This design comes from an exercise in tuning for small area and a short achievable clock period on the open sky130 flow, not from production work.
Function was checked by simulation only, so behaviour that the tests miss may differ from the original.

==> flow/design.v <==
module rand_range_mapper #(
   parameter int unsigned FIFO_DEPTH  = 16,
   parameter int unsigned ADDR_SIZE   = 4,
   parameter int unsigned RANGE_WIDTH = 16
) (
   input  logic                   clk,
   input  logic                   reset_n,
   input  logic [31:0]            rand_in,
   input  logic                   rand_in_valid,
   input  logic [RANGE_WIDTH-1:0] range_in,
   input  logic                   range_load,
   output logic                   busy,
   output logic [RANGE_WIDTH-1:0] out_data,
   output logic                   out_valid,
   input  logic                   out_ready,
   output logic [ADDR_SIZE:0]     fifo_level,
   output logic [15:0]            drop_count,
   output logic [15:0]            reject_count
);
   localparam int unsigned RamDepth = FIFO_DEPTH - 2;
   logic                   busy_q;
   logic [RANGE_WIDTH-1:0] range_q;
   logic [RANGE_WIDTH-1:0] rem_q;       
   logic [4:0]             iter_q;
   logic [RANGE_WIDTH-1:0] out_data_q;
   logic                   out_valid_q;
   logic [31:0]            ram [RamDepth];
   logic [3:0]             wr_ptr_q;
   logic [3:0]             rd_ptr_q;
   logic [ADDR_SIZE:0]     level_q;
   logic [31:0]            head_q;
   logic [31:0]            second_q;
   logic [31:0]            head_d;
   logic [31:0]            second_d;
   logic [31:0]            mul_x;
   logic                   empty;
   logic                   full;
   logic                   ge2;
   logic                   ge3;
   logic                   pop;
   logic                   push;
   logic                   ram_we;
   logic                   head_ld;
   logic                   second_ld;
   logic                   cs_en;
   logic [ADDR_SIZE:0]     level_inc;
   logic [ADDR_SIZE:0]     level_dec;
   logic [47:0] cs0_d, cs0_q;
   logic [47:0] cs1_d, cs1_q;
   logic [47:0] cs2_d, cs2_q;
   logic [47:0] cs3_d, cs3_q;
   logic [47:0] s1, c1;
   logic [47:0]            sum_s;       
   logic [47:0]            sum_c;
   logic [47:0]            prod;
   logic                   c32;
   logic [31:0]            tk;
   logic [31:0]            v_s;
   logic [32:0]            v_c;
   logic [32:0]            v_lo;
   logic [RANGE_WIDTH-1:0] result;
   logic                   accept;
   logic [RANGE_WIDTH:0]   rem_dbl;
   logic [RANGE_WIDTH-1:0] rem_next;
   always_comb begin
      level_inc = level_q + 1'b1;
      level_dec = level_q - 1'b1;
      empty     = (level_q == '0);
      full      = level_q[ADDR_SIZE];
      ge2       = (level_q[ADDR_SIZE:1] != '0);
      ge3       = ge2 && (level_q != (ADDR_SIZE+1)'(2));
      pop       = !busy_q && !range_load && !empty && (!out_valid_q || out_ready);
      push      = rand_in_valid && (!full || pop);
      ram_we    = push && (pop ? ge3 : ge2);
      head_ld   = pop || empty;
      second_ld = pop || !ge2;
      head_d    = ge2 ? second_q : rand_in;
      second_d  = ge3 ? ram[rd_ptr_q] : rand_in;
      mul_x     = (busy_q && !empty) ? head_q : head_d;
      cs_en     = busy_q || head_ld;
   end
   rrm_mul_cs u_mul (.x(mul_x), .n(range_q), .r0(cs0_d), .r1(cs1_d), .r2(cs2_d), .r3(cs3_d));
   always_comb begin
      s1     = cs0_q ^ cs1_q ^ cs2_q;
      c1     = {(cs0_q[46:0] & cs1_q[46:0]) | (cs0_q[46:0] & cs2_q[46:0]) | (cs1_q[46:0] & cs2_q[46:0]), 1'b0};
      sum_s  = s1 ^ c1 ^ cs3_q;
      sum_c  = {(s1[46:0] & c1[46:0]) | (s1[46:0] & cs3_q[46:0]) | (c1[46:0] & cs3_q[46:0]), 1'b0};
      prod   = sum_s + sum_c;
      c32    = 1'((33'(sum_s[31:0]) + 33'(sum_c[31:0])) >> 32);
      tk     = {16'hFFFF, ~rem_q};
      v_s    = sum_s[31:0] ^ sum_c[31:0] ^ tk;
      v_c    = {(sum_s[31:0] & sum_c[31:0]) | (sum_s[31:0] & tk) | (sum_c[31:0] & tk), 1'b1};
      v_lo   = 33'(v_s) + 33'(v_c[31:0]);
      accept = v_lo[32] ^ v_c[32] ^ c32;
      result = (range_q == '0) ? head_q[RANGE_WIDTH-1:0] : prod[47:32];
   end
   always_comb begin
      rem_dbl = {rem_q, 1'b0};
      if (rem_dbl >= {1'b0, range_q}) rem_next = RANGE_WIDTH'(rem_dbl - {1'b0, range_q});
      else                            rem_next = rem_dbl[RANGE_WIDTH-1:0];
   end
   always_ff @(posedge clk) begin
      if (ram_we) ram[wr_ptr_q] <= rand_in;
   end
   always_ff @(posedge clk) begin
      if (head_ld)   head_q   <= head_d;
      if (second_ld) second_q <= second_d;
      if (cs_en) begin
      cs0_q <= cs0_d;
      cs1_q <= cs1_d;
      cs2_q <= cs2_d;
      cs3_q <= cs3_d;
      end
   end
   always_ff @(posedge clk or negedge reset_n) begin
      if (!reset_n) begin
         wr_ptr_q <= '0;
         rd_ptr_q <= '0;
         level_q  <= '0;
      end else begin
         if (ram_we) wr_ptr_q <= (wr_ptr_q == 4'(RamDepth - 1)) ? 4'd0 : wr_ptr_q + 4'd1;
         if (pop && ge3) rd_ptr_q <= (rd_ptr_q == 4'(RamDepth - 1)) ? 4'd0 : rd_ptr_q + 4'd1;
         if (push != pop) level_q <= push ? level_inc : level_dec;
      end
   end
   always_ff @(posedge clk or negedge reset_n) begin
      if (!reset_n) begin
         busy_q      <= 1'b0;
         range_q     <= '0;
         rem_q       <= '0;
         iter_q      <= '0;
         out_data_q  <= '0;
         out_valid_q <= 1'b0;
      end else begin
         if (range_load) begin
            busy_q  <= 1'b1;
            range_q <= range_in;
            rem_q   <= RANGE_WIDTH'(range_in[RANGE_WIDTH-1:1] != '0);
            iter_q  <= '0;
         end else if (busy_q) begin
            rem_q  <= rem_next;
            iter_q <= iter_q + 5'd1;
            if (iter_q == 5'd31) busy_q <= 1'b0;
         end
         if (range_load) begin
            out_valid_q <= 1'b0;
         end else if (pop && accept) begin
            out_data_q  <= result;
            out_valid_q <= 1'b1;
         end else if (out_ready) begin
            out_valid_q <= 1'b0;
         end
      end
   end
   logic [15:0] drop_q;
   logic [15:0] reject_q;
   always_ff @(posedge clk or negedge reset_n) begin
      if (!reset_n) begin
         drop_q   <= '0;
         reject_q <= '0;
      end else begin
         if (rand_in_valid && !push && (drop_q != 16'hFFFF)) drop_q <= drop_q + 16'd1;
         if (pop && !accept && (reject_q != 16'hFFFF)) reject_q <= reject_q + 16'd1;
      end
   end
   assign drop_count   = drop_q;
   assign reject_count = reject_q;
   assign busy       = busy_q;
   assign out_data   = out_data_q;
   assign out_valid  = out_valid_q;
   assign fifo_level = level_q;
endmodule
module rrm_mul_cs (
   input  logic [31:0] x,
   input  logic [15:0] n,
   output logic [47:0] r0,
   output logic [47:0] r1,
   output logic [47:0] r2,
   output logic [47:0] r3
);
   wire [17:0] nn = {2'b00, n};
   wire one0 = nn[0] ^ 1'b0;
   wire two0 = (nn[1] & ~nn[0] & ~1'b0) | (~nn[1] & nn[0] & 1'b0);
   wire neg0 = nn[1];
   wire one1 = nn[2] ^ nn[1];
   wire two1 = (nn[3] & ~nn[2] & ~nn[1]) | (~nn[3] & nn[2] & nn[1]);
   wire neg1 = nn[3];
   wire one2 = nn[4] ^ nn[3];
   wire two2 = (nn[5] & ~nn[4] & ~nn[3]) | (~nn[5] & nn[4] & nn[3]);
   wire neg2 = nn[5];
   wire one3 = nn[6] ^ nn[5];
   wire two3 = (nn[7] & ~nn[6] & ~nn[5]) | (~nn[7] & nn[6] & nn[5]);
   wire neg3 = nn[7];
   wire one4 = nn[8] ^ nn[7];
   wire two4 = (nn[9] & ~nn[8] & ~nn[7]) | (~nn[9] & nn[8] & nn[7]);
   wire neg4 = nn[9];
   wire one5 = nn[10] ^ nn[9];
   wire two5 = (nn[11] & ~nn[10] & ~nn[9]) | (~nn[11] & nn[10] & nn[9]);
   wire neg5 = nn[11];
   wire one6 = nn[12] ^ nn[11];
   wire two6 = (nn[13] & ~nn[12] & ~nn[11]) | (~nn[13] & nn[12] & nn[11]);
   wire neg6 = nn[13];
   wire one7 = nn[14] ^ nn[13];
   wire two7 = (nn[15] & ~nn[14] & ~nn[13]) | (~nn[15] & nn[14] & nn[13]);
   wire neg7 = nn[15];
   wire one8 = nn[16] ^ nn[15];
   wire two8 = (nn[17] & ~nn[16] & ~nn[15]) | (~nn[17] & nn[16] & nn[15]);
   wire neg8 = nn[17];
   wire pp1 = ((x[0] & one0) | (1'b0 & two0)) ^ neg0;
   wire pp2 = ((x[1] & one0) | (x[0] & two0)) ^ neg0;
   wire pp3 = ((x[2] & one0) | (x[1] & two0)) ^ neg0;
   wire pp4 = ((x[3] & one0) | (x[2] & two0)) ^ neg0;
   wire pp5 = ((x[4] & one0) | (x[3] & two0)) ^ neg0;
   wire pp6 = ((x[5] & one0) | (x[4] & two0)) ^ neg0;
   wire pp7 = ((x[6] & one0) | (x[5] & two0)) ^ neg0;
   wire pp8 = ((x[7] & one0) | (x[6] & two0)) ^ neg0;
   wire pp9 = ((x[8] & one0) | (x[7] & two0)) ^ neg0;
   wire pp10 = ((x[9] & one0) | (x[8] & two0)) ^ neg0;
   wire pp11 = ((x[10] & one0) | (x[9] & two0)) ^ neg0;
   wire pp12 = ((x[11] & one0) | (x[10] & two0)) ^ neg0;
   wire pp13 = ((x[12] & one0) | (x[11] & two0)) ^ neg0;
   wire pp14 = ((x[13] & one0) | (x[12] & two0)) ^ neg0;
   wire pp15 = ((x[14] & one0) | (x[13] & two0)) ^ neg0;
   wire pp16 = ((x[15] & one0) | (x[14] & two0)) ^ neg0;
   wire pp17 = ((x[16] & one0) | (x[15] & two0)) ^ neg0;
   wire pp18 = ((x[17] & one0) | (x[16] & two0)) ^ neg0;
   wire pp19 = ((x[18] & one0) | (x[17] & two0)) ^ neg0;
   wire pp20 = ((x[19] & one0) | (x[18] & two0)) ^ neg0;
   wire pp21 = ((x[20] & one0) | (x[19] & two0)) ^ neg0;
   wire pp22 = ((x[21] & one0) | (x[20] & two0)) ^ neg0;
   wire pp23 = ((x[22] & one0) | (x[21] & two0)) ^ neg0;
   wire pp24 = ((x[23] & one0) | (x[22] & two0)) ^ neg0;
   wire pp25 = ((x[24] & one0) | (x[23] & two0)) ^ neg0;
   wire pp26 = ((x[25] & one0) | (x[24] & two0)) ^ neg0;
   wire pp27 = ((x[26] & one0) | (x[25] & two0)) ^ neg0;
   wire pp28 = ((x[27] & one0) | (x[26] & two0)) ^ neg0;
   wire pp29 = ((x[28] & one0) | (x[27] & two0)) ^ neg0;
   wire pp30 = ((x[29] & one0) | (x[28] & two0)) ^ neg0;
   wire pp31 = ((x[30] & one0) | (x[29] & two0)) ^ neg0;
   wire pp32 = ((x[31] & one0) | (x[30] & two0)) ^ neg0;
   wire pp33 = ((1'b0 & one0) | (x[31] & two0)) ^ neg0;
   wire sn34 = ~neg0;
   wire pp35 = ((x[0] & one1) | (1'b0 & two1)) ^ neg1;
   wire pp36 = ((x[1] & one1) | (x[0] & two1)) ^ neg1;
   wire pp37 = ((x[2] & one1) | (x[1] & two1)) ^ neg1;
   wire pp38 = ((x[3] & one1) | (x[2] & two1)) ^ neg1;
   wire pp39 = ((x[4] & one1) | (x[3] & two1)) ^ neg1;
   wire pp40 = ((x[5] & one1) | (x[4] & two1)) ^ neg1;
   wire pp41 = ((x[6] & one1) | (x[5] & two1)) ^ neg1;
   wire pp42 = ((x[7] & one1) | (x[6] & two1)) ^ neg1;
   wire pp43 = ((x[8] & one1) | (x[7] & two1)) ^ neg1;
   wire pp44 = ((x[9] & one1) | (x[8] & two1)) ^ neg1;
   wire pp45 = ((x[10] & one1) | (x[9] & two1)) ^ neg1;
   wire pp46 = ((x[11] & one1) | (x[10] & two1)) ^ neg1;
   wire pp47 = ((x[12] & one1) | (x[11] & two1)) ^ neg1;
   wire pp48 = ((x[13] & one1) | (x[12] & two1)) ^ neg1;
   wire pp49 = ((x[14] & one1) | (x[13] & two1)) ^ neg1;
   wire pp50 = ((x[15] & one1) | (x[14] & two1)) ^ neg1;
   wire pp51 = ((x[16] & one1) | (x[15] & two1)) ^ neg1;
   wire pp52 = ((x[17] & one1) | (x[16] & two1)) ^ neg1;
   wire pp53 = ((x[18] & one1) | (x[17] & two1)) ^ neg1;
   wire pp54 = ((x[19] & one1) | (x[18] & two1)) ^ neg1;
   wire pp55 = ((x[20] & one1) | (x[19] & two1)) ^ neg1;
   wire pp56 = ((x[21] & one1) | (x[20] & two1)) ^ neg1;
   wire pp57 = ((x[22] & one1) | (x[21] & two1)) ^ neg1;
   wire pp58 = ((x[23] & one1) | (x[22] & two1)) ^ neg1;
   wire pp59 = ((x[24] & one1) | (x[23] & two1)) ^ neg1;
   wire pp60 = ((x[25] & one1) | (x[24] & two1)) ^ neg1;
   wire pp61 = ((x[26] & one1) | (x[25] & two1)) ^ neg1;
   wire pp62 = ((x[27] & one1) | (x[26] & two1)) ^ neg1;
   wire pp63 = ((x[28] & one1) | (x[27] & two1)) ^ neg1;
   wire pp64 = ((x[29] & one1) | (x[28] & two1)) ^ neg1;
   wire pp65 = ((x[30] & one1) | (x[29] & two1)) ^ neg1;
   wire pp66 = ((x[31] & one1) | (x[30] & two1)) ^ neg1;
   wire pp67 = ((1'b0 & one1) | (x[31] & two1)) ^ neg1;
   wire sn68 = ~neg1;
   wire pp69 = ((x[0] & one2) | (1'b0 & two2)) ^ neg2;
   wire pp70 = ((x[1] & one2) | (x[0] & two2)) ^ neg2;
   wire pp71 = ((x[2] & one2) | (x[1] & two2)) ^ neg2;
   wire pp72 = ((x[3] & one2) | (x[2] & two2)) ^ neg2;
   wire pp73 = ((x[4] & one2) | (x[3] & two2)) ^ neg2;
   wire pp74 = ((x[5] & one2) | (x[4] & two2)) ^ neg2;
   wire pp75 = ((x[6] & one2) | (x[5] & two2)) ^ neg2;
   wire pp76 = ((x[7] & one2) | (x[6] & two2)) ^ neg2;
   wire pp77 = ((x[8] & one2) | (x[7] & two2)) ^ neg2;
   wire pp78 = ((x[9] & one2) | (x[8] & two2)) ^ neg2;
   wire pp79 = ((x[10] & one2) | (x[9] & two2)) ^ neg2;
   wire pp80 = ((x[11] & one2) | (x[10] & two2)) ^ neg2;
   wire pp81 = ((x[12] & one2) | (x[11] & two2)) ^ neg2;
   wire pp82 = ((x[13] & one2) | (x[12] & two2)) ^ neg2;
   wire pp83 = ((x[14] & one2) | (x[13] & two2)) ^ neg2;
   wire pp84 = ((x[15] & one2) | (x[14] & two2)) ^ neg2;
   wire pp85 = ((x[16] & one2) | (x[15] & two2)) ^ neg2;
   wire pp86 = ((x[17] & one2) | (x[16] & two2)) ^ neg2;
   wire pp87 = ((x[18] & one2) | (x[17] & two2)) ^ neg2;
   wire pp88 = ((x[19] & one2) | (x[18] & two2)) ^ neg2;
   wire pp89 = ((x[20] & one2) | (x[19] & two2)) ^ neg2;
   wire pp90 = ((x[21] & one2) | (x[20] & two2)) ^ neg2;
   wire pp91 = ((x[22] & one2) | (x[21] & two2)) ^ neg2;
   wire pp92 = ((x[23] & one2) | (x[22] & two2)) ^ neg2;
   wire pp93 = ((x[24] & one2) | (x[23] & two2)) ^ neg2;
   wire pp94 = ((x[25] & one2) | (x[24] & two2)) ^ neg2;
   wire pp95 = ((x[26] & one2) | (x[25] & two2)) ^ neg2;
   wire pp96 = ((x[27] & one2) | (x[26] & two2)) ^ neg2;
   wire pp97 = ((x[28] & one2) | (x[27] & two2)) ^ neg2;
   wire pp98 = ((x[29] & one2) | (x[28] & two2)) ^ neg2;
   wire pp99 = ((x[30] & one2) | (x[29] & two2)) ^ neg2;
   wire pp100 = ((x[31] & one2) | (x[30] & two2)) ^ neg2;
   wire pp101 = ((1'b0 & one2) | (x[31] & two2)) ^ neg2;
   wire sn102 = ~neg2;
   wire pp103 = ((x[0] & one3) | (1'b0 & two3)) ^ neg3;
   wire pp104 = ((x[1] & one3) | (x[0] & two3)) ^ neg3;
   wire pp105 = ((x[2] & one3) | (x[1] & two3)) ^ neg3;
   wire pp106 = ((x[3] & one3) | (x[2] & two3)) ^ neg3;
   wire pp107 = ((x[4] & one3) | (x[3] & two3)) ^ neg3;
   wire pp108 = ((x[5] & one3) | (x[4] & two3)) ^ neg3;
   wire pp109 = ((x[6] & one3) | (x[5] & two3)) ^ neg3;
   wire pp110 = ((x[7] & one3) | (x[6] & two3)) ^ neg3;
   wire pp111 = ((x[8] & one3) | (x[7] & two3)) ^ neg3;
   wire pp112 = ((x[9] & one3) | (x[8] & two3)) ^ neg3;
   wire pp113 = ((x[10] & one3) | (x[9] & two3)) ^ neg3;
   wire pp114 = ((x[11] & one3) | (x[10] & two3)) ^ neg3;
   wire pp115 = ((x[12] & one3) | (x[11] & two3)) ^ neg3;
   wire pp116 = ((x[13] & one3) | (x[12] & two3)) ^ neg3;
   wire pp117 = ((x[14] & one3) | (x[13] & two3)) ^ neg3;
   wire pp118 = ((x[15] & one3) | (x[14] & two3)) ^ neg3;
   wire pp119 = ((x[16] & one3) | (x[15] & two3)) ^ neg3;
   wire pp120 = ((x[17] & one3) | (x[16] & two3)) ^ neg3;
   wire pp121 = ((x[18] & one3) | (x[17] & two3)) ^ neg3;
   wire pp122 = ((x[19] & one3) | (x[18] & two3)) ^ neg3;
   wire pp123 = ((x[20] & one3) | (x[19] & two3)) ^ neg3;
   wire pp124 = ((x[21] & one3) | (x[20] & two3)) ^ neg3;
   wire pp125 = ((x[22] & one3) | (x[21] & two3)) ^ neg3;
   wire pp126 = ((x[23] & one3) | (x[22] & two3)) ^ neg3;
   wire pp127 = ((x[24] & one3) | (x[23] & two3)) ^ neg3;
   wire pp128 = ((x[25] & one3) | (x[24] & two3)) ^ neg3;
   wire pp129 = ((x[26] & one3) | (x[25] & two3)) ^ neg3;
   wire pp130 = ((x[27] & one3) | (x[26] & two3)) ^ neg3;
   wire pp131 = ((x[28] & one3) | (x[27] & two3)) ^ neg3;
   wire pp132 = ((x[29] & one3) | (x[28] & two3)) ^ neg3;
   wire pp133 = ((x[30] & one3) | (x[29] & two3)) ^ neg3;
   wire pp134 = ((x[31] & one3) | (x[30] & two3)) ^ neg3;
   wire pp135 = ((1'b0 & one3) | (x[31] & two3)) ^ neg3;
   wire sn136 = ~neg3;
   wire pp137 = ((x[0] & one4) | (1'b0 & two4)) ^ neg4;
   wire pp138 = ((x[1] & one4) | (x[0] & two4)) ^ neg4;
   wire pp139 = ((x[2] & one4) | (x[1] & two4)) ^ neg4;
   wire pp140 = ((x[3] & one4) | (x[2] & two4)) ^ neg4;
   wire pp141 = ((x[4] & one4) | (x[3] & two4)) ^ neg4;
   wire pp142 = ((x[5] & one4) | (x[4] & two4)) ^ neg4;
   wire pp143 = ((x[6] & one4) | (x[5] & two4)) ^ neg4;
   wire pp144 = ((x[7] & one4) | (x[6] & two4)) ^ neg4;
   wire pp145 = ((x[8] & one4) | (x[7] & two4)) ^ neg4;
   wire pp146 = ((x[9] & one4) | (x[8] & two4)) ^ neg4;
   wire pp147 = ((x[10] & one4) | (x[9] & two4)) ^ neg4;
   wire pp148 = ((x[11] & one4) | (x[10] & two4)) ^ neg4;
   wire pp149 = ((x[12] & one4) | (x[11] & two4)) ^ neg4;
   wire pp150 = ((x[13] & one4) | (x[12] & two4)) ^ neg4;
   wire pp151 = ((x[14] & one4) | (x[13] & two4)) ^ neg4;
   wire pp152 = ((x[15] & one4) | (x[14] & two4)) ^ neg4;
   wire pp153 = ((x[16] & one4) | (x[15] & two4)) ^ neg4;
   wire pp154 = ((x[17] & one4) | (x[16] & two4)) ^ neg4;
   wire pp155 = ((x[18] & one4) | (x[17] & two4)) ^ neg4;
   wire pp156 = ((x[19] & one4) | (x[18] & two4)) ^ neg4;
   wire pp157 = ((x[20] & one4) | (x[19] & two4)) ^ neg4;
   wire pp158 = ((x[21] & one4) | (x[20] & two4)) ^ neg4;
   wire pp159 = ((x[22] & one4) | (x[21] & two4)) ^ neg4;
   wire pp160 = ((x[23] & one4) | (x[22] & two4)) ^ neg4;
   wire pp161 = ((x[24] & one4) | (x[23] & two4)) ^ neg4;
   wire pp162 = ((x[25] & one4) | (x[24] & two4)) ^ neg4;
   wire pp163 = ((x[26] & one4) | (x[25] & two4)) ^ neg4;
   wire pp164 = ((x[27] & one4) | (x[26] & two4)) ^ neg4;
   wire pp165 = ((x[28] & one4) | (x[27] & two4)) ^ neg4;
   wire pp166 = ((x[29] & one4) | (x[28] & two4)) ^ neg4;
   wire pp167 = ((x[30] & one4) | (x[29] & two4)) ^ neg4;
   wire pp168 = ((x[31] & one4) | (x[30] & two4)) ^ neg4;
   wire pp169 = ((1'b0 & one4) | (x[31] & two4)) ^ neg4;
   wire sn170 = ~neg4;
   wire pp171 = ((x[0] & one5) | (1'b0 & two5)) ^ neg5;
   wire pp172 = ((x[1] & one5) | (x[0] & two5)) ^ neg5;
   wire pp173 = ((x[2] & one5) | (x[1] & two5)) ^ neg5;
   wire pp174 = ((x[3] & one5) | (x[2] & two5)) ^ neg5;
   wire pp175 = ((x[4] & one5) | (x[3] & two5)) ^ neg5;
   wire pp176 = ((x[5] & one5) | (x[4] & two5)) ^ neg5;
   wire pp177 = ((x[6] & one5) | (x[5] & two5)) ^ neg5;
   wire pp178 = ((x[7] & one5) | (x[6] & two5)) ^ neg5;
   wire pp179 = ((x[8] & one5) | (x[7] & two5)) ^ neg5;
   wire pp180 = ((x[9] & one5) | (x[8] & two5)) ^ neg5;
   wire pp181 = ((x[10] & one5) | (x[9] & two5)) ^ neg5;
   wire pp182 = ((x[11] & one5) | (x[10] & two5)) ^ neg5;
   wire pp183 = ((x[12] & one5) | (x[11] & two5)) ^ neg5;
   wire pp184 = ((x[13] & one5) | (x[12] & two5)) ^ neg5;
   wire pp185 = ((x[14] & one5) | (x[13] & two5)) ^ neg5;
   wire pp186 = ((x[15] & one5) | (x[14] & two5)) ^ neg5;
   wire pp187 = ((x[16] & one5) | (x[15] & two5)) ^ neg5;
   wire pp188 = ((x[17] & one5) | (x[16] & two5)) ^ neg5;
   wire pp189 = ((x[18] & one5) | (x[17] & two5)) ^ neg5;
   wire pp190 = ((x[19] & one5) | (x[18] & two5)) ^ neg5;
   wire pp191 = ((x[20] & one5) | (x[19] & two5)) ^ neg5;
   wire pp192 = ((x[21] & one5) | (x[20] & two5)) ^ neg5;
   wire pp193 = ((x[22] & one5) | (x[21] & two5)) ^ neg5;
   wire pp194 = ((x[23] & one5) | (x[22] & two5)) ^ neg5;
   wire pp195 = ((x[24] & one5) | (x[23] & two5)) ^ neg5;
   wire pp196 = ((x[25] & one5) | (x[24] & two5)) ^ neg5;
   wire pp197 = ((x[26] & one5) | (x[25] & two5)) ^ neg5;
   wire pp198 = ((x[27] & one5) | (x[26] & two5)) ^ neg5;
   wire pp199 = ((x[28] & one5) | (x[27] & two5)) ^ neg5;
   wire pp200 = ((x[29] & one5) | (x[28] & two5)) ^ neg5;
   wire pp201 = ((x[30] & one5) | (x[29] & two5)) ^ neg5;
   wire pp202 = ((x[31] & one5) | (x[30] & two5)) ^ neg5;
   wire pp203 = ((1'b0 & one5) | (x[31] & two5)) ^ neg5;
   wire sn204 = ~neg5;
   wire pp205 = ((x[0] & one6) | (1'b0 & two6)) ^ neg6;
   wire pp206 = ((x[1] & one6) | (x[0] & two6)) ^ neg6;
   wire pp207 = ((x[2] & one6) | (x[1] & two6)) ^ neg6;
   wire pp208 = ((x[3] & one6) | (x[2] & two6)) ^ neg6;
   wire pp209 = ((x[4] & one6) | (x[3] & two6)) ^ neg6;
   wire pp210 = ((x[5] & one6) | (x[4] & two6)) ^ neg6;
   wire pp211 = ((x[6] & one6) | (x[5] & two6)) ^ neg6;
   wire pp212 = ((x[7] & one6) | (x[6] & two6)) ^ neg6;
   wire pp213 = ((x[8] & one6) | (x[7] & two6)) ^ neg6;
   wire pp214 = ((x[9] & one6) | (x[8] & two6)) ^ neg6;
   wire pp215 = ((x[10] & one6) | (x[9] & two6)) ^ neg6;
   wire pp216 = ((x[11] & one6) | (x[10] & two6)) ^ neg6;
   wire pp217 = ((x[12] & one6) | (x[11] & two6)) ^ neg6;
   wire pp218 = ((x[13] & one6) | (x[12] & two6)) ^ neg6;
   wire pp219 = ((x[14] & one6) | (x[13] & two6)) ^ neg6;
   wire pp220 = ((x[15] & one6) | (x[14] & two6)) ^ neg6;
   wire pp221 = ((x[16] & one6) | (x[15] & two6)) ^ neg6;
   wire pp222 = ((x[17] & one6) | (x[16] & two6)) ^ neg6;
   wire pp223 = ((x[18] & one6) | (x[17] & two6)) ^ neg6;
   wire pp224 = ((x[19] & one6) | (x[18] & two6)) ^ neg6;
   wire pp225 = ((x[20] & one6) | (x[19] & two6)) ^ neg6;
   wire pp226 = ((x[21] & one6) | (x[20] & two6)) ^ neg6;
   wire pp227 = ((x[22] & one6) | (x[21] & two6)) ^ neg6;
   wire pp228 = ((x[23] & one6) | (x[22] & two6)) ^ neg6;
   wire pp229 = ((x[24] & one6) | (x[23] & two6)) ^ neg6;
   wire pp230 = ((x[25] & one6) | (x[24] & two6)) ^ neg6;
   wire pp231 = ((x[26] & one6) | (x[25] & two6)) ^ neg6;
   wire pp232 = ((x[27] & one6) | (x[26] & two6)) ^ neg6;
   wire pp233 = ((x[28] & one6) | (x[27] & two6)) ^ neg6;
   wire pp234 = ((x[29] & one6) | (x[28] & two6)) ^ neg6;
   wire pp235 = ((x[30] & one6) | (x[29] & two6)) ^ neg6;
   wire pp236 = ((x[31] & one6) | (x[30] & two6)) ^ neg6;
   wire pp237 = ((1'b0 & one6) | (x[31] & two6)) ^ neg6;
   wire sn238 = ~neg6;
   wire pp239 = ((x[0] & one7) | (1'b0 & two7)) ^ neg7;
   wire pp240 = ((x[1] & one7) | (x[0] & two7)) ^ neg7;
   wire pp241 = ((x[2] & one7) | (x[1] & two7)) ^ neg7;
   wire pp242 = ((x[3] & one7) | (x[2] & two7)) ^ neg7;
   wire pp243 = ((x[4] & one7) | (x[3] & two7)) ^ neg7;
   wire pp244 = ((x[5] & one7) | (x[4] & two7)) ^ neg7;
   wire pp245 = ((x[6] & one7) | (x[5] & two7)) ^ neg7;
   wire pp246 = ((x[7] & one7) | (x[6] & two7)) ^ neg7;
   wire pp247 = ((x[8] & one7) | (x[7] & two7)) ^ neg7;
   wire pp248 = ((x[9] & one7) | (x[8] & two7)) ^ neg7;
   wire pp249 = ((x[10] & one7) | (x[9] & two7)) ^ neg7;
   wire pp250 = ((x[11] & one7) | (x[10] & two7)) ^ neg7;
   wire pp251 = ((x[12] & one7) | (x[11] & two7)) ^ neg7;
   wire pp252 = ((x[13] & one7) | (x[12] & two7)) ^ neg7;
   wire pp253 = ((x[14] & one7) | (x[13] & two7)) ^ neg7;
   wire pp254 = ((x[15] & one7) | (x[14] & two7)) ^ neg7;
   wire pp255 = ((x[16] & one7) | (x[15] & two7)) ^ neg7;
   wire pp256 = ((x[17] & one7) | (x[16] & two7)) ^ neg7;
   wire pp257 = ((x[18] & one7) | (x[17] & two7)) ^ neg7;
   wire pp258 = ((x[19] & one7) | (x[18] & two7)) ^ neg7;
   wire pp259 = ((x[20] & one7) | (x[19] & two7)) ^ neg7;
   wire pp260 = ((x[21] & one7) | (x[20] & two7)) ^ neg7;
   wire pp261 = ((x[22] & one7) | (x[21] & two7)) ^ neg7;
   wire pp262 = ((x[23] & one7) | (x[22] & two7)) ^ neg7;
   wire pp263 = ((x[24] & one7) | (x[23] & two7)) ^ neg7;
   wire pp264 = ((x[25] & one7) | (x[24] & two7)) ^ neg7;
   wire pp265 = ((x[26] & one7) | (x[25] & two7)) ^ neg7;
   wire pp266 = ((x[27] & one7) | (x[26] & two7)) ^ neg7;
   wire pp267 = ((x[28] & one7) | (x[27] & two7)) ^ neg7;
   wire pp268 = ((x[29] & one7) | (x[28] & two7)) ^ neg7;
   wire pp269 = ((x[30] & one7) | (x[29] & two7)) ^ neg7;
   wire pp270 = ((x[31] & one7) | (x[30] & two7)) ^ neg7;
   wire pp271 = ((1'b0 & one7) | (x[31] & two7)) ^ neg7;
   wire sn272 = ~neg7;
   wire pp273 = x[0] & one8;
   wire pp274 = x[1] & one8;
   wire pp275 = x[2] & one8;
   wire pp276 = x[3] & one8;
   wire pp277 = x[4] & one8;
   wire pp278 = x[5] & one8;
   wire pp279 = x[6] & one8;
   wire pp280 = x[7] & one8;
   wire pp281 = x[8] & one8;
   wire pp282 = x[9] & one8;
   wire pp283 = x[10] & one8;
   wire pp284 = x[11] & one8;
   wire pp285 = x[12] & one8;
   wire pp286 = x[13] & one8;
   wire pp287 = x[14] & one8;
   wire pp288 = x[15] & one8;
   wire pp289 = x[16] & one8;
   wire pp290 = x[17] & one8;
   wire pp291 = x[18] & one8;
   wire pp292 = x[19] & one8;
   wire pp293 = x[20] & one8;
   wire pp294 = x[21] & one8;
   wire pp295 = x[22] & one8;
   wire pp296 = x[23] & one8;
   wire pp297 = x[24] & one8;
   wire pp298 = x[25] & one8;
   wire pp299 = x[26] & one8;
   wire pp300 = x[27] & one8;
   wire pp301 = x[28] & one8;
   wire pp302 = x[29] & one8;
   wire pp303 = x[30] & one8;
   wire pp304 = x[31] & one8;
   wire s305 = neg5 ^ pp107;
   wire c306 = neg5 & pp107;
   wire s307 = pp108 ^ pp12;
   wire c308 = pp108 & pp12;
   wire s309 = neg6 ^ pp109 ^ pp13;
   wire c310 = (neg6 & pp109) | (neg6 & pp13) | (pp109 & pp13);
   wire s311 = pp141 ^ pp173;
   wire c312 = pp141 & pp173;
   wire s313 = pp110 ^ pp14 ^ pp142;
   wire c314 = (pp110 & pp14) | (pp110 & pp142) | (pp14 & pp142);
   wire s315 = pp174 ^ pp206;
   wire c316 = pp174 & pp206;
   wire s317 = neg7 ^ pp111 ^ pp143;
   wire c318 = (neg7 & pp111) | (neg7 & pp143) | (pp111 & pp143);
   wire s319 = pp15 ^ pp175 ^ pp207;
   wire c320 = (pp15 & pp175) | (pp15 & pp207) | (pp175 & pp207);
   wire s321 = pp239 ^ pp47;
   wire c322 = pp239 & pp47;
   wire s323 = pp112 ^ pp144 ^ pp16;
   wire c324 = (pp112 & pp144) | (pp112 & pp16) | (pp144 & pp16);
   wire s325 = pp176 ^ pp208 ^ pp240;
   wire c326 = (pp176 & pp208) | (pp176 & pp240) | (pp208 & pp240);
   wire s327 = pp48 ^ pp80;
   wire c328 = pp48 & pp80;
   wire s329 = pp113 ^ pp145 ^ pp17;
   wire c330 = (pp113 & pp145) | (pp113 & pp17) | (pp145 & pp17);
   wire s331 = pp177 ^ pp209 ^ pp241;
   wire c332 = (pp177 & pp209) | (pp177 & pp241) | (pp209 & pp241);
   wire s333 = pp273 ^ pp49 ^ pp81;
   wire c334 = (pp273 & pp49) | (pp273 & pp81) | (pp49 & pp81);
   wire s335 = pp114 ^ pp146 ^ pp178;
   wire c336 = (pp114 & pp146) | (pp114 & pp178) | (pp146 & pp178);
   wire s337 = pp18 ^ pp210 ^ pp242;
   wire c338 = (pp18 & pp210) | (pp18 & pp242) | (pp210 & pp242);
   wire s339 = pp274 ^ pp50 ^ pp82;
   wire c340 = (pp274 & pp50) | (pp274 & pp82) | (pp50 & pp82);
   wire s341 = pp115 ^ pp147 ^ pp179;
   wire c342 = (pp115 & pp147) | (pp115 & pp179) | (pp147 & pp179);
   wire s343 = pp19 ^ pp211 ^ pp243;
   wire c344 = (pp19 & pp211) | (pp19 & pp243) | (pp211 & pp243);
   wire s345 = pp275 ^ pp51 ^ pp83;
   wire c346 = (pp275 & pp51) | (pp275 & pp83) | (pp51 & pp83);
   wire s347 = pp116 ^ pp148 ^ pp180;
   wire c348 = (pp116 & pp148) | (pp116 & pp180) | (pp148 & pp180);
   wire s349 = pp20 ^ pp212 ^ pp244;
   wire c350 = (pp20 & pp212) | (pp20 & pp244) | (pp212 & pp244);
   wire s351 = pp276 ^ pp52 ^ pp84;
   wire c352 = (pp276 & pp52) | (pp276 & pp84) | (pp52 & pp84);
   wire s353 = pp117 ^ pp149 ^ pp181;
   wire c354 = (pp117 & pp149) | (pp117 & pp181) | (pp149 & pp181);
   wire s355 = pp21 ^ pp213 ^ pp245;
   wire c356 = (pp21 & pp213) | (pp21 & pp245) | (pp213 & pp245);
   wire s357 = pp277 ^ pp53 ^ pp85;
   wire c358 = (pp277 & pp53) | (pp277 & pp85) | (pp53 & pp85);
   wire s359 = pp118 ^ pp150 ^ pp182;
   wire c360 = (pp118 & pp150) | (pp118 & pp182) | (pp150 & pp182);
   wire s361 = pp214 ^ pp22 ^ pp246;
   wire c362 = (pp214 & pp22) | (pp214 & pp246) | (pp22 & pp246);
   wire s363 = pp278 ^ pp54 ^ pp86;
   wire c364 = (pp278 & pp54) | (pp278 & pp86) | (pp54 & pp86);
   wire s365 = pp119 ^ pp151 ^ pp183;
   wire c366 = (pp119 & pp151) | (pp119 & pp183) | (pp151 & pp183);
   wire s367 = pp215 ^ pp23 ^ pp247;
   wire c368 = (pp215 & pp23) | (pp215 & pp247) | (pp23 & pp247);
   wire s369 = pp279 ^ pp55 ^ pp87;
   wire c370 = (pp279 & pp55) | (pp279 & pp87) | (pp55 & pp87);
   wire s371 = pp120 ^ pp152 ^ pp184;
   wire c372 = (pp120 & pp152) | (pp120 & pp184) | (pp152 & pp184);
   wire s373 = pp216 ^ pp24 ^ pp248;
   wire c374 = (pp216 & pp24) | (pp216 & pp248) | (pp24 & pp248);
   wire s375 = pp280 ^ pp56 ^ pp88;
   wire c376 = (pp280 & pp56) | (pp280 & pp88) | (pp56 & pp88);
   wire s377 = pp121 ^ pp153 ^ pp185;
   wire c378 = (pp121 & pp153) | (pp121 & pp185) | (pp153 & pp185);
   wire s379 = pp217 ^ pp249 ^ pp25;
   wire c380 = (pp217 & pp249) | (pp217 & pp25) | (pp249 & pp25);
   wire s381 = pp281 ^ pp57 ^ pp89;
   wire c382 = (pp281 & pp57) | (pp281 & pp89) | (pp57 & pp89);
   wire s383 = pp122 ^ pp154 ^ pp186;
   wire c384 = (pp122 & pp154) | (pp122 & pp186) | (pp154 & pp186);
   wire s385 = pp218 ^ pp250 ^ pp26;
   wire c386 = (pp218 & pp250) | (pp218 & pp26) | (pp250 & pp26);
   wire s387 = pp282 ^ pp58 ^ pp90;
   wire c388 = (pp282 & pp58) | (pp282 & pp90) | (pp58 & pp90);
   wire s389 = pp123 ^ pp155 ^ pp187;
   wire c390 = (pp123 & pp155) | (pp123 & pp187) | (pp155 & pp187);
   wire s391 = pp219 ^ pp251 ^ pp27;
   wire c392 = (pp219 & pp251) | (pp219 & pp27) | (pp251 & pp27);
   wire s393 = pp283 ^ pp59 ^ pp91;
   wire c394 = (pp283 & pp59) | (pp283 & pp91) | (pp59 & pp91);
   wire s395 = pp124 ^ pp156 ^ pp188;
   wire c396 = (pp124 & pp156) | (pp124 & pp188) | (pp156 & pp188);
   wire s397 = pp220 ^ pp252 ^ pp28;
   wire c398 = (pp220 & pp252) | (pp220 & pp28) | (pp252 & pp28);
   wire s399 = pp284 ^ pp60 ^ pp92;
   wire c400 = (pp284 & pp60) | (pp284 & pp92) | (pp60 & pp92);
   wire s401 = pp125 ^ pp157 ^ pp189;
   wire c402 = (pp125 & pp157) | (pp125 & pp189) | (pp157 & pp189);
   wire s403 = pp221 ^ pp253 ^ pp285;
   wire c404 = (pp221 & pp253) | (pp221 & pp285) | (pp253 & pp285);
   wire s405 = pp29 ^ pp61 ^ pp93;
   wire c406 = (pp29 & pp61) | (pp29 & pp93) | (pp61 & pp93);
   wire s407 = pp126 ^ pp158 ^ pp190;
   wire c408 = (pp126 & pp158) | (pp126 & pp190) | (pp158 & pp190);
   wire s409 = pp222 ^ pp254 ^ pp286;
   wire c410 = (pp222 & pp254) | (pp222 & pp286) | (pp254 & pp286);
   wire s411 = pp30 ^ pp62 ^ pp94;
   wire c412 = (pp30 & pp62) | (pp30 & pp94) | (pp62 & pp94);
   wire s413 = pp127 ^ pp159 ^ pp191;
   wire c414 = (pp127 & pp159) | (pp127 & pp191) | (pp159 & pp191);
   wire s415 = pp223 ^ pp255 ^ pp287;
   wire c416 = (pp223 & pp255) | (pp223 & pp287) | (pp255 & pp287);
   wire s417 = pp31 ^ pp63 ^ pp95;
   wire c418 = (pp31 & pp63) | (pp31 & pp95) | (pp63 & pp95);
   wire s419 = pp128 ^ pp160 ^ pp192;
   wire c420 = (pp128 & pp160) | (pp128 & pp192) | (pp160 & pp192);
   wire s421 = pp224 ^ pp256 ^ pp288;
   wire c422 = (pp224 & pp256) | (pp224 & pp288) | (pp256 & pp288);
   wire s423 = pp32 ^ pp64 ^ pp96;
   wire c424 = (pp32 & pp64) | (pp32 & pp96) | (pp64 & pp96);
   wire s425 = pp129 ^ pp161 ^ pp193;
   wire c426 = (pp129 & pp161) | (pp129 & pp193) | (pp161 & pp193);
   wire s427 = pp225 ^ pp257 ^ pp289;
   wire c428 = (pp225 & pp257) | (pp225 & pp289) | (pp257 & pp289);
   wire s429 = pp33 ^ pp65 ^ pp97;
   wire c430 = (pp33 & pp65) | (pp33 & pp97) | (pp65 & pp97);
   wire s431 = neg0 ^ pp130 ^ pp162;
   wire c432 = (neg0 & pp130) | (neg0 & pp162) | (pp130 & pp162);
   wire s433 = pp194 ^ pp226 ^ pp258;
   wire c434 = (pp194 & pp226) | (pp194 & pp258) | (pp226 & pp258);
   wire s435 = pp290 ^ pp66 ^ pp98;
   wire c436 = (pp290 & pp66) | (pp290 & pp98) | (pp66 & pp98);
   wire s437 = neg0 ^ pp131 ^ pp163;
   wire c438 = (neg0 & pp131) | (neg0 & pp163) | (pp131 & pp163);
   wire s439 = pp195 ^ pp227 ^ pp259;
   wire c440 = (pp195 & pp227) | (pp195 & pp259) | (pp227 & pp259);
   wire s441 = pp291 ^ pp67 ^ pp99;
   wire c442 = (pp291 & pp67) | (pp291 & pp99) | (pp67 & pp99);
   wire s443 = sn34 ^ sn68 ^ pp100;
   wire c444 = (sn34 & sn68) | (sn34 & pp100) | (sn68 & pp100);
   wire s445 = pp132 ^ pp164 ^ pp196;
   wire c446 = (pp132 & pp164) | (pp132 & pp196) | (pp164 & pp196);
   wire s447 = pp228 ^ pp260 ^ pp292;
   wire c448 = (pp228 & pp260) | (pp228 & pp292) | (pp260 & pp292);
   wire s449 = 1'b1 ^ pp101 ^ pp133;
   wire c450 = (1'b1 & pp101) | (1'b1 & pp133) | (pp101 & pp133);
   wire s451 = pp165 ^ pp197 ^ pp229;
   wire c452 = (pp165 & pp197) | (pp165 & pp229) | (pp197 & pp229);
   wire s453 = pp261 ^ pp293;
   wire c454 = pp261 & pp293;
   wire s455 = sn102 ^ pp134 ^ pp166;
   wire c456 = (sn102 & pp134) | (sn102 & pp166) | (pp134 & pp166);
   wire s457 = pp198 ^ pp230 ^ pp262;
   wire c458 = (pp198 & pp230) | (pp198 & pp262) | (pp230 & pp262);
   wire s459 = 1'b1 ^ pp135 ^ pp167;
   wire c460 = (1'b1 & pp135) | (1'b1 & pp167) | (pp135 & pp167);
   wire s461 = pp199 ^ pp231;
   wire c462 = pp199 & pp231;
   wire s463 = sn136 ^ pp168 ^ pp200;
   wire c464 = (sn136 & pp168) | (sn136 & pp200) | (pp168 & pp200);
   wire s465 = 1'b1 ^ pp169;
   wire c466 = 1'b1 & pp169;
   wire s467 = neg3 ^ pp103;
   wire c468 = neg3 & pp103;
   wire s469 = pp104 ^ pp40;
   wire c470 = pp104 & pp40;
   wire s471 = neg4 ^ pp105 ^ pp137;
   wire c472 = (neg4 & pp105) | (neg4 & pp137) | (pp105 & pp137);
   wire s473 = pp41 ^ pp73;
   wire c474 = pp41 & pp73;
   wire s475 = pp10 ^ pp106 ^ pp138;
   wire c476 = (pp10 & pp106) | (pp10 & pp138) | (pp106 & pp138);
   wire s477 = pp42 ^ pp74;
   wire c478 = pp42 & pp74;
   wire s479 = pp11 ^ pp139 ^ pp171;
   wire c480 = (pp11 & pp139) | (pp11 & pp171) | (pp139 & pp171);
   wire s481 = pp43 ^ pp75 ^ c478;
   wire c482 = (pp43 & pp75) | (pp43 & c478) | (pp75 & c478);
   wire s483 = pp140 ^ pp172 ^ pp44;
   wire c484 = (pp140 & pp172) | (pp140 & pp44) | (pp172 & pp44);
   wire s485 = pp76 ^ c306 ^ s307;
   wire c486 = (pp76 & c306) | (pp76 & s307) | (c306 & s307);
   wire s487 = pp205 ^ pp45 ^ pp77;
   wire c488 = (pp205 & pp45) | (pp205 & pp77) | (pp45 & pp77);
   wire s489 = c308 ^ s311 ^ c484;
   wire c490 = (c308 & s311) | (c308 & c484) | (s311 & c484);
   wire s491 = pp46 ^ pp78 ^ c312;
   wire c492 = (pp46 & pp78) | (pp46 & c312) | (pp78 & c312);
   wire s493 = s315 ^ c310 ^ c488;
   wire c494 = (s315 & c310) | (s315 & c488) | (c310 & c488);
   wire s495 = pp79 ^ c316 ^ s321;
   wire c496 = (pp79 & c316) | (pp79 & s321) | (c316 & s321);
   wire s497 = c314 ^ s317 ^ s319;
   wire c498 = (c314 & s317) | (c314 & s319) | (s317 & s319);
   wire s499 = c322 ^ s327 ^ c318;
   wire c500 = (c322 & s327) | (c322 & c318) | (s327 & c318);
   wire s501 = c320 ^ s323 ^ s325;
   wire c502 = (c320 & s323) | (c320 & s325) | (s323 & s325);
   wire s503 = c328 ^ c324 ^ c326;
   wire c504 = (c328 & c324) | (c328 & c326) | (c324 & c326);
   wire s505 = s329 ^ s331 ^ s333;
   wire c506 = (s329 & s331) | (s329 & s333) | (s331 & s333);
   wire s507 = c330 ^ c332 ^ c334;
   wire c508 = (c330 & c332) | (c330 & c334) | (c332 & c334);
   wire s509 = s335 ^ s337 ^ s339;
   wire c510 = (s335 & s337) | (s335 & s339) | (s337 & s339);
   wire s511 = c336 ^ c338 ^ c340;
   wire c512 = (c336 & c338) | (c336 & c340) | (c338 & c340);
   wire s513 = s341 ^ s343 ^ s345;
   wire c514 = (s341 & s343) | (s341 & s345) | (s343 & s345);
   wire s515 = c342 ^ c344 ^ c346;
   wire c516 = (c342 & c344) | (c342 & c346) | (c344 & c346);
   wire s517 = s347 ^ s349 ^ s351;
   wire c518 = (s347 & s349) | (s347 & s351) | (s349 & s351);
   wire s519 = c348 ^ c350 ^ c352;
   wire c520 = (c348 & c350) | (c348 & c352) | (c350 & c352);
   wire s521 = s353 ^ s355 ^ s357;
   wire c522 = (s353 & s355) | (s353 & s357) | (s355 & s357);
   wire s523 = c354 ^ c356 ^ c358;
   wire c524 = (c354 & c356) | (c354 & c358) | (c356 & c358);
   wire s525 = s359 ^ s361 ^ s363;
   wire c526 = (s359 & s361) | (s359 & s363) | (s361 & s363);
   wire s527 = c360 ^ c362 ^ c364;
   wire c528 = (c360 & c362) | (c360 & c364) | (c362 & c364);
   wire s529 = s365 ^ s367 ^ s369;
   wire c530 = (s365 & s367) | (s365 & s369) | (s367 & s369);
   wire s531 = c366 ^ c368 ^ c370;
   wire c532 = (c366 & c368) | (c366 & c370) | (c368 & c370);
   wire s533 = s371 ^ s373 ^ s375;
   wire c534 = (s371 & s373) | (s371 & s375) | (s373 & s375);
   wire s535 = c372 ^ c374 ^ c376;
   wire c536 = (c372 & c374) | (c372 & c376) | (c374 & c376);
   wire s537 = s377 ^ s379 ^ s381;
   wire c538 = (s377 & s379) | (s377 & s381) | (s379 & s381);
   wire s539 = c378 ^ c380 ^ c382;
   wire c540 = (c378 & c380) | (c378 & c382) | (c380 & c382);
   wire s541 = s383 ^ s385 ^ s387;
   wire c542 = (s383 & s385) | (s383 & s387) | (s385 & s387);
   wire s543 = c384 ^ c386 ^ c388;
   wire c544 = (c384 & c386) | (c384 & c388) | (c386 & c388);
   wire s545 = s389 ^ s391 ^ s393;
   wire c546 = (s389 & s391) | (s389 & s393) | (s391 & s393);
   wire s547 = c390 ^ c392 ^ c394;
   wire c548 = (c390 & c392) | (c390 & c394) | (c392 & c394);
   wire s549 = s395 ^ s397 ^ s399;
   wire c550 = (s395 & s397) | (s395 & s399) | (s397 & s399);
   wire s551 = c396 ^ c398 ^ c400;
   wire c552 = (c396 & c398) | (c396 & c400) | (c398 & c400);
   wire s553 = s401 ^ s403 ^ s405;
   wire c554 = (s401 & s403) | (s401 & s405) | (s403 & s405);
   wire s555 = c402 ^ c404 ^ c406;
   wire c556 = (c402 & c404) | (c402 & c406) | (c404 & c406);
   wire s557 = s407 ^ s409 ^ s411;
   wire c558 = (s407 & s409) | (s407 & s411) | (s409 & s411);
   wire s559 = c408 ^ c410 ^ c412;
   wire c560 = (c408 & c410) | (c408 & c412) | (c410 & c412);
   wire s561 = s413 ^ s415 ^ s417;
   wire c562 = (s413 & s415) | (s413 & s417) | (s415 & s417);
   wire s563 = c414 ^ c416 ^ c418;
   wire c564 = (c414 & c416) | (c414 & c418) | (c416 & c418);
   wire s565 = s419 ^ s421 ^ s423;
   wire c566 = (s419 & s421) | (s419 & s423) | (s421 & s423);
   wire s567 = c420 ^ c422 ^ c424;
   wire c568 = (c420 & c422) | (c420 & c424) | (c422 & c424);
   wire s569 = s425 ^ s427 ^ s429;
   wire c570 = (s425 & s427) | (s425 & s429) | (s427 & s429);
   wire s571 = c426 ^ c428 ^ c430;
   wire c572 = (c426 & c428) | (c426 & c430) | (c428 & c430);
   wire s573 = s431 ^ s433 ^ s435;
   wire c574 = (s431 & s433) | (s431 & s435) | (s433 & s435);
   wire s575 = c432 ^ c434 ^ c436;
   wire c576 = (c432 & c434) | (c432 & c436) | (c434 & c436);
   wire s577 = s437 ^ s439 ^ s441;
   wire c578 = (s437 & s439) | (s437 & s441) | (s439 & s441);
   wire s579 = c438 ^ c440 ^ c442;
   wire c580 = (c438 & c440) | (c438 & c442) | (c440 & c442);
   wire s581 = s443 ^ s445 ^ s447;
   wire c582 = (s443 & s445) | (s443 & s447) | (s445 & s447);
   wire s583 = s453 ^ c444 ^ c446;
   wire c584 = (s453 & c444) | (s453 & c446) | (c444 & c446);
   wire s585 = c448 ^ s449 ^ s451;
   wire c586 = (c448 & s449) | (c448 & s451) | (s449 & s451);
   wire s587 = pp294 ^ c454 ^ c450;
   wire c588 = (pp294 & c454) | (pp294 & c450) | (c454 & c450);
   wire s589 = c452 ^ s455 ^ s457;
   wire c590 = (c452 & s455) | (c452 & s457) | (s455 & s457);
   wire s591 = pp263 ^ pp295 ^ s461;
   wire c592 = (pp263 & pp295) | (pp263 & s461) | (pp295 & s461);
   wire s593 = c456 ^ c458 ^ s459;
   wire c594 = (c456 & c458) | (c456 & s459) | (c458 & s459);
   wire s595 = pp232 ^ pp264 ^ pp296;
   wire c596 = (pp232 & pp264) | (pp232 & pp296) | (pp264 & pp296);
   wire s597 = c462 ^ c460 ^ s463;
   wire c598 = (c462 & c460) | (c462 & s463) | (c460 & s463);
   wire s599 = pp201 ^ pp233 ^ pp265;
   wire c600 = (pp201 & pp233) | (pp201 & pp265) | (pp233 & pp265);
   wire s601 = pp297 ^ s465 ^ c464;
   wire c602 = (pp297 & s465) | (pp297 & c464) | (s465 & c464);
   wire s603 = sn170 ^ pp202 ^ pp234;
   wire c604 = (sn170 & pp202) | (sn170 & pp234) | (pp202 & pp234);
   wire s605 = pp266 ^ pp298 ^ c466;
   wire c606 = (pp266 & pp298) | (pp266 & c466) | (pp298 & c466);
   wire s607 = 1'b1 ^ pp203 ^ pp235;
   wire c608 = (1'b1 & pp203) | (1'b1 & pp235) | (pp203 & pp235);
   wire s609 = pp267 ^ pp299;
   wire c610 = pp267 & pp299;
   wire s611 = sn204 ^ pp236 ^ pp268;
   wire c612 = (sn204 & pp236) | (sn204 & pp268) | (pp236 & pp268);
   wire s613 = 1'b1 ^ pp237;
   wire c614 = 1'b1 & pp237;
   assign r0 = {sn272, 1'b1, sn238, pp269, pp300, s609, c600, c596, s595, s591, c584, c580, c576, c572, c568, c564, c560, c556, c552, c548, c544, c540, c536, c532, c528, c524, c520, c516, c512, c508, c504, c500, c496, c492, s313, s309, c480, s305, c474, pp9, pp72, pp39, pp38, neg2, pp36, neg1, pp2, neg0};
   assign r1 = {pp304, pp271, pp270, pp301, c610, c604, s603, s599, c592, c588, c586, c582, c578, c574, c570, c566, c562, c558, c554, c550, c546, c542, c538, c534, c530, c526, c522, c518, c514, c510, c506, c502, c498, s495, s491, s487, s483, c476, s477, c470, pp8, pp7, pp6, pp37, pp4, pp3, 1'b0, pp1};
   assign r2 = {1'b0, pp303, pp302, s613, c608, s607, s605, c598, c594, c590, s587, s583, s579, s575, s571, s567, s563, s559, s555, s551, s547, s543, s539, s535, s531, s527, s523, s519, s515, s511, s507, s503, s499, c494, c490, c486, c482, s479, c472, s473, c468, pp71, pp70, pp5, 1'b0, pp35, 1'b0, 1'b0};
   assign r3 = {1'b0, 1'b0, c614, c612, s611, c606, c602, s601, s597, s593, s589, s585, s581, s577, s573, s569, s565, s561, s557, s553, s549, s545, s541, s537, s533, s529, s525, s521, s517, s513, s509, s505, s501, s497, s493, s489, s485, s481, s475, s471, s469, s467, 1'b0, pp69, 1'b0, 1'b0, 1'b0, 1'b0};
endmodule
==> flow/flow/run.sh <==
#!/bin/bash
# Own flow: the standard layout (standard.sh: standard synthesis, floorplan, place, CTS,
# route, finish), with two changes to how the layout is made:
#  - port buffers are buf_4 cells (buffer_ports -buffer_cell) instead of the default delay buffer;
#  - the timing repair steps aim for 5.75 ns of setup slack at the 10 ns clock (SETUP_SLACK_MARGIN).
# make's full output goes to flow_make.log here; each tool's own log is under orfs/logs/.
set -euo pipefail
export SETUP_SLACK_MARGIN=5.75
export BUFFER_PORTS_ARGS="-buffer_cell sky130_fd_sc_hd__buf_4"
bash standard.sh > flow_make.log 2>&1
==> flow/standard.sh <==
#!/bin/bash
# synth_recipe.tcl (not shown) runs the flow's synth.tcl, then flattens the netlist and writes it again
# the make line also repeats each setting of config.mk as NAME=value (left out here)
make -C /OpenROAD-flow-scripts/flow DESIGN_CONFIG=/design/flow/config.mk WORK_HOME=/design/flow/orfs CLKGATE_MAP_FILE= SYNTH_SCRIPT=/design/flow/synth_recipe.tcl "${@:-finish}"
==> flow/config.mk <==
export PLATFORM = sky130hd
export DESIGN_NAME = rand_range_mapper
export DESIGN_NICKNAME = rand_range_mapper
export VERILOG_FILES = /design/flow/design.v
export SDC_FILE = /design/flow/constraint.sdc
export NUM_CORES = 4
export LEC_CHECK = 0
export ABC_AREA = 1
export CAP_MARGIN = 20
export CORE_MARGIN = 2
export CORE_UTILIZATION = 40
export CTS_CLUSTER_DIAMETER = 60
export CTS_CLUSTER_SIZE = 25
export SLEW_MARGIN = 20
==> flow/constraint.sdc <==
create_clock -name core_clock -period 10.0 [get_ports {clk}]
set_input_delay 2.0000 -clock core_clock [delete_from_list [all_inputs] [get_ports {clk}]]
set_output_delay 2.0000 -clock core_clock [all_outputs]
set_load 0.01 [all_outputs]
==> impl_results.md, run 1 <==
- CTS buffer count: 79
- Setup crit end: cs3_q[16]
- Slew Limit Headroom: 0.2979
- Buffers & Inverters on Critical Path: 3
- Setup TNS: 0 ns
- Area of the multi-input gates: 20,610 um2
- Register-to-Register Path Depth: 9
- Level count of the clock H-tree: 3
- Fmax: 239.6 MHz
- Mean routed wirelength per cell: 23.43 um
- Critical Path End Type: flip-flop
- Vias in the first global route: 33,480
- TritonRoute pass-1 iters: 6
- Area of the die: 118,500 um2
- CTS tree: done
- Syn-to-layout area delta: 13.13%
- Synth async-reset ratio: 0.1264
- Critical path peak fanout: 17
- Initial antenna violation count: 3
- Root buf cell: clkbuf_16
- Synth warn: 1
- Synthesis-stage register bit count: 791
- Vias per inst: 5.563
- CP Launch Point: rand_in[3]
- GR Overflow Total: 0
- Sequential-to-total area share from yosys stat: 0.5020
- # DRC: 0
- Routability cong.: 0.9514
- Port bufs: 107
- Number of fill cells: 10,500
- Startpoint types: primary input
- Cell with the most instances after synthesis: nand2_1
- GRT Total Usage: 0.2379
- Max-cap violations: 0
- R2r setup slk: 5.88 ns
- Row count: 124
- Final Hold Fails: 0
- Top FF cell, synth: edfxtp_1
- Clock latency on the worst-skew pair: 0.68 ns
- Post-Place Cell Area: 48,500 um2
- Post-synth top area share: 0.4480
- Dpl ws: 4.525 ns
- Routed vias: 33,660
- Leading cell types by count after synthesis: 698 x nand2_1, 691 x edfxtp_1, 473 x inv_1
- Initial core utilization: 0.4040
- Chip Height: 344.3 um
- Top-level I/O count: 108
- Number of setup violations in the final report: 0
- Clock sinks: 791
- Largest area contributor in the netlist: edfxtp_1
- Initial DRC Count: 3,306
- Final period util: 0.4173
- Cell count after synthesis: 4,394
- Syn_area_per_cell: 10.54 um2
- CP max-delay cell: fa_1
- Met3 usage: 0.04172
- RSZ-0062 raised after global routing: true
- Core Area: 114,700 um2
- Final instance area: 52,400 um2
- Post-DRT Antenna Nets: 0
- Cells along the critical path: buf_4 -> o21ai_0 -> nand2_1 -> o21ai_2 -> buf_4 -> o22ai_1 -> xor2_1 -> fa_1 -> inv_1 -> fa_1
- Synth Cell Area: 46,320 um2
- Fin crit period: 4.173 ns
- Hold crit path type: reg -> reg
- GR Util met2: 0.3832
- Largest net degree at the start of global routing: 77
- Data required time of the critical path: 10.40 ns
- CP top delay family: adder cells
- Crit Path Class: in -> reg
- CP max stage delay: 0.57 ns
- First-pass GRT wire length: 210,900 um
- Register area: 23,260 um2
- Post-synth EDFFs: 691
- Status: finished clean
- Post-synth cell types: 61
- Worst r2r src: range_q[9]
- Max-slew violations: 0
- Clock buffer depth: 3
- Cell depth of the worst setup path: 10
- Synth area leaders: edfxtp_1 45%, fa_1 10%, nand2_1 5.7%, dfrtp_1 5.4%, xor2_1 5.4%
- Setup ws final: 5.827 ns
- Layer with the highest usage: met2
- Post-Route WL: 141,800 um
- Clock slew at reported path FFs: 0.07 ns
- Grt met1 use: 0.3038
- Number of nets in the layout: 4,901
- CP arrival: 4.58 ns
- Worst r2r dst: cs3_q[34]
- Setup Skew: 0.05561 ns
- Synthesized net count: 4,822
- Slew @ Worst Pin: 1.049 ns
- Layout cells sized above 1: 0.1108
- Final HPWL DP: 90,460 um
- Die Wd: 344.3 um
worst min-delay path by stage:
stage	slack, ns	to	cells after the start	from
finish	0.48	out_data_q[13]	2	out_data_q[13]
global placement	0.47	out_data_q[7]	2	out_data_q[7]
global route	0.50	out_data_q[2]	2	out_data_q[2]
floorplan	0.42	cs0_q[2]	0	range_q[3]
CTS	0.49	out_data_q[13]	2	out_data_q[13]
detailed placement	0.47	out_data_q[13]	2	out_data_q[13]
worst register-to-register path: cells and delay by family (launching register included):
kind,cells,cell delay (ns)
compound gates,2,0.90
fa+ha+maj,2,1.01
buf+inv,3,1.20
flops,1,0.34
xor+xnor,1,0.21
simple gates,1,0.20
metrics by stage:
stage / util / cells / hold WS (ns)
finish: 0.4571 / 6051 / 0.4836
global route: 0.4571 / 6051 / 0.5007
CTS: 0.4556 / 6042 / 0.4892
detailed placement: 0.4230 / 5836 / 0.4704
global placement: 0.4222 / 5832 / 0.4688
floorplan: - / 4394 / 0.4196
layer usage:
| layer | share of wire | vias up |
|---|---|---|
| li1 | - | 15270 |
| met1 | 0.39 | 16410 |
| met2 | 0.47 | 1592 |
| met3 | 0.078 | 390 |
| met4 | 0.062 | 0 |
| met5 | 0 | - |
kinds of logic after synthesis:
logic type,share of synthesized area
adders and majority gates,0.1394
DFF,0.5020
muxes,0.0006483
buffers and inverters,0.06567
AOI/OAI and AO/OA,0.1104
xor gates and xnor gates,0.05710
and+or+nand+nor,0.1248
cells in the final DEF, fill, tap and decap left out, types with 140 or more instances in the layout:
cell type	count
edfxtp_1	691
o22ai_1	247
nor2_1	341
ha_1	140
buf_4	189
nand2_1	689
o21ai_0	234
fa_1	235
xor2_1	283
inv_1	470
area by class of cell:
type	count	area share
flip-flops and latches	791	0.4439
multi-input cells	2896	0.3933
clock buffers	81	0.03827
repair buffers	214	0.03675
well taps	1512	0.03610
inverters	491	0.03569
clock inverters	65	0.01597
diodes	1	0.00004775
flip-flops by register name (all words and copies together) (netlist names), 32 cells and up:
register and flops:
cs0_q 47, cs1_q 47, cs2_q 44, cs3_q 41, head_q 32, ram 448, second_q 32
repair_timing:
| item | in CTS | in global routing |
|---|---|---|
| endpoints found under the setup margin | 598 | 253 |
| pin swaps | 29 | 6 |
| gates cloned | 14 | 1 |
| hold buffers | 0 | 0 |
| resized for setup | 41 | 12 |
| setup buffers | 46 | 7 |
==> run 2, diff against run 1 <==
==> flow/run.sh (new file) <==
#!/bin/bash
# synth_recipe.tcl (not shown) runs the flow's synth.tcl, then flattens the netlist and writes it again
# the make line also repeats each setting of config.mk as NAME=value (left out here)
make -C /OpenROAD-flow-scripts/flow DESIGN_CONFIG=/design/flow/config.mk WORK_HOME=/design/flow/orfs CLKGATE_MAP_FILE= SYNTH_SCRIPT=/design/flow/synth_recipe.tcl finish
--- a/flow/config.mk
+++ b/flow/config.mk
@@ -11,4 +11,5 @@
 export CORE_UTILIZATION = 40
 export CTS_CLUSTER_DIAMETER = 60
 export CTS_CLUSTER_SIZE = 25
+export SETUP_SLACK_MARGIN = 5
 export SLEW_MARGIN = 20
removed: flow/flow/run.sh
removed: flow/standard.sh
==> impl_results.md, run 2 <==
- Status: finished clean
- Syn-to-layout area delta: 12.44%
- GRT Total Usage: 0.2356
- Mux cell area share after synthesis: 0.0006483
- Core Area: 114,700 um2
- Cell count after synthesis: 4,394
- Vias in the first global route: 33,430
- Register area: 23,260 um2
- Vias per inst: 5.524
- Routed vias: 33,260
- Slew @ Worst Pin: 1.250 ns
- Layer with the highest usage: met2
- Synth Area in XOR/XNOR: 0.05710
- TritonRoute pass-1 iters: 6
- Area of the multi-input gates: 20,320 um2
- Post-synth cell types: 61
- Post-DRT Antenna Nets: 0
- Row count: 124
- Hold Crit Depth: 2
- Critical path peak fanout: 17
- Synth Area in Compound Gates: 0.1104
- Syn_area_per_cell: 10.54 um2
- Largest area contributor in the netlist: edfxtp_1
- Port bufs: 107
- Largest net degree at the start of global routing: 70
- Max-cap violations: 0
- Post-Route WL: 138,900 um
- Synthesis-stage register bit count: 791
- Clock buffer depth: 3
- Adder-cell area share of the yosys netlist: 0.1394
- Simple-gate share of the synthesized area: 0.1248
- Level count of the clock H-tree: 3
- Crit Path Class: in -> reg
- Critical Path End Type: flip-flop
- Cell with the most instances after synthesis: nand2_1
- # DRC: 0
- Ant diodes: 0
- Routability cong.: 0.9361
- Worst r2r dst: cs3_q[25]
- Most flops, register: ram
- Largest register FFs: 448
- Final period util: 0.4946
- Clock sinks: 791
- GR Overflow Total: 0
- Synth Cell Area: 46,320 um2
- Grt met1 use: 0.3024
- Register-to-Register Path Depth: 11
- Setup TNS: 0 ns
- Synth async-reset ratio: 0.1264
- Area of the die: 118,500 um2
- Synth warn: 1
- Leading cell types by count after synthesis: 698 x nand2_1, 691 x edfxtp_1, 473 x inv_1
- GR Util met2: 0.3870
- Met3 usage: 0.04315
- Initial antenna violation count: 0
- Synth area leaders: edfxtp_1 45%, fa_1 10%, nand2_1 5.7%, dfrtp_1 5.4%, xor2_1 5.4%
- Number of nets in the layout: 4,870
- Hold_ws: 0.4795 ns
- Largest family of logic cells by synthesized area: adder cells
- Regs by FF count: ram x448, cs0_q x47, cs1_q x47
- Die Wd: 344.3 um
- Mean routed wirelength per cell: 23.08 um
- CTS tree: done
- Number of setup violations in the final report: 0
- Final Hold Fails: 0
- First-pass GRT wire length: 210,200 um
- Final HPWL DP: 89,220 um
- Post-synth EDFFs: 691
- Min-delay src: out_data_q[13]
- CP arrival: 5.36 ns
- Slew Limit Headroom: 0.1664
- Hold crit path type: reg -> reg
- Clock latency on the worst-skew pair: 0.70 ns
- Data required time of the critical path: 10.41 ns
- Worst r2r src: level_q[1]
- Fmax: 202.2 MHz
- Clock slew at reported path FFs: 0.07 ns
- Most frequent cells in the layout: 691 x edfxtp_1, 690 x nand2_1, 470 x inv_1
- Synthesized net count: 4,822
- Root buf cell: clkbuf_16
- Hold endpoint: out_data_q[13]
- Fin crit period: 4.946 ns
- CTS Hold Buffers Added: 0
- Max-slew violations: 0
- CTS buffer count: 79
- Sequential-to-total area share from yosys stat: 0.5020
- Post-synth top area share: 0.4480
- Chip Height: 344.3 um
- Top FF cell, synth: edfxtp_1
- Number of fill cells: 10,570
- Initial DRC Count: 3,596
- Startpoint types: primary input
- Setup Skew: 0.05136 ns
- Top-level I/O count: 108
- Most common cell after layout, fill and taps aside: edfxtp_1
- Layout cells sized above 1: 0.07964
- Initial core utilization: 0.4040
- RSZ-0062 raised after global routing: false
- R2r setup slk: 5.22 ns
==> run 2: cell types whose count changed in the layout (fill, tap and decap cells not counted), moves of 5 or more <==
| cell | previous run | this run |
|---|---|---|
| buf_12 | 22 | 4 |
| buf_4 | 189 | 75 |
| clkdlybuf4s50_1 | 0 | 106 |
| clkinv_8 | 10 | 15 |
| nor2_4 | 32 | 22 |
| o21ai_0 | 234 | 228 |
| o21ai_1 | 25 | 30 |
| o21ai_2 | 12 | 26 |
| o21ai_4 | 20 | 7 |
==> run 2: metal layers <==
layer / share of wire / wire (um)
met5: 0 / 0
met4: 0.052 / 7249
met3: 0.076 / 10630
met2: 0.47 / 65650
met1: 0.40 / 55420
==> run 2: final cells by class <==
type	count	area share
clock buffers	82	0.03858
clock inverters	65	0.01653
inverters	491	0.03565
multi-input cells	2884	0.3901
flip-flops and latches	791	0.4466
well taps	1512	0.03632
repair buffers	195	0.03618
==> run 2: logic make-up after synthesis <==
family                     after synthesis
buffers and inverters                  722
DFF                                    791
xor gates and xnor gates               302
and+or+nand+nor                       1364
AOI/OAI and AO/OA                      837
adders and majority gates              375
muxes                                    3
==> run 2: worst max-delay path: stages <==
cell             delay, ns
clkdlybuf4s50_1       0.74
o21ai_1               0.52
nand2_1               0.12
o21ai_2               0.48
o22ai_1               0.19
xor2_1                0.21
fa_1                  0.56
inv_1                 0.06
fa_1                  0.45
==> run 2: worst max path at each step <==
| stage | from | endpoint |
|---|---|---|
| 3_5_place_dp | range_load | ram[13][10] |
| 4_1_cts | range_load | ram[0][3] |
| 2_1_floorplan | range_load | ram[13][0] |
| 6_report | rand_in[20] | cs3_q[20] |
| 3_3_place_gp | range_load | ram[1][2] |
| 5_1_grt | rand_in[0] | cs3_q[15] |
==> run 2: per-stage QoR <==
stage	std cells	cell area (um2)	worst slack [ns]	utilization
floorplan	4394	46360	4.461	-
global placement	5852	48810	3.881	0.4257
detailed placement	5857	48940	3.878	0.4268
CTS	6019	51980	4.821	0.4534
global route	6020	52080	5.009	0.4543
finish	6020	52080	5.054	0.4543
==> run 2: what timing repair did <==
| action | 4_1_cts | 5_1_grt |
|---|---|---|
| resized for setup | 4 | 20 |
| pin swaps | 8 | 0 |
| setup buffers | 12 | 0 |
| setup endpoints to repair | 177 | 499 |
| cloned | 3 | 0 |

## what the ideal ports hide
The flow's constraints put no driver on any port. The routed layouts listed below were extracted and timed again, unchanged, in two steps.
Step 1 assumes that a clkbuf_16 drives the clock port and a buf_2 every other input.
Step 2 adds t to the input delays and takes it off the output delays; t is the mean of the earliest and latest rising clock arrival at the registers after step 1. Input paths then give back, and output paths get back, about the clock's delay inside the block.
Three values: no drivers, after step 1, after step 2; two values: the first two.
run | t (ns) | setup slack, ns | hold slack, ns | worst register clock-pin slew, ns | worst slew at a driven data input, ns
run 1 | 0.719 | 5.827 / 5.871 / 5.152 | 0.484 / 0.484 / 0.484 | 0.09 / 0.09 | 0.13
run 2 | 0.738 | 5.054 / 5.100 / 4.363 | 0.480 / 0.480 / 0.480 | 0.09 / 0.09 | 0.06
After both steps every run listed still meets setup and hold. The setup slack of run 2, which loses most, moves by +0.046 ns with the drivers and by -0.691 ns with both steps.
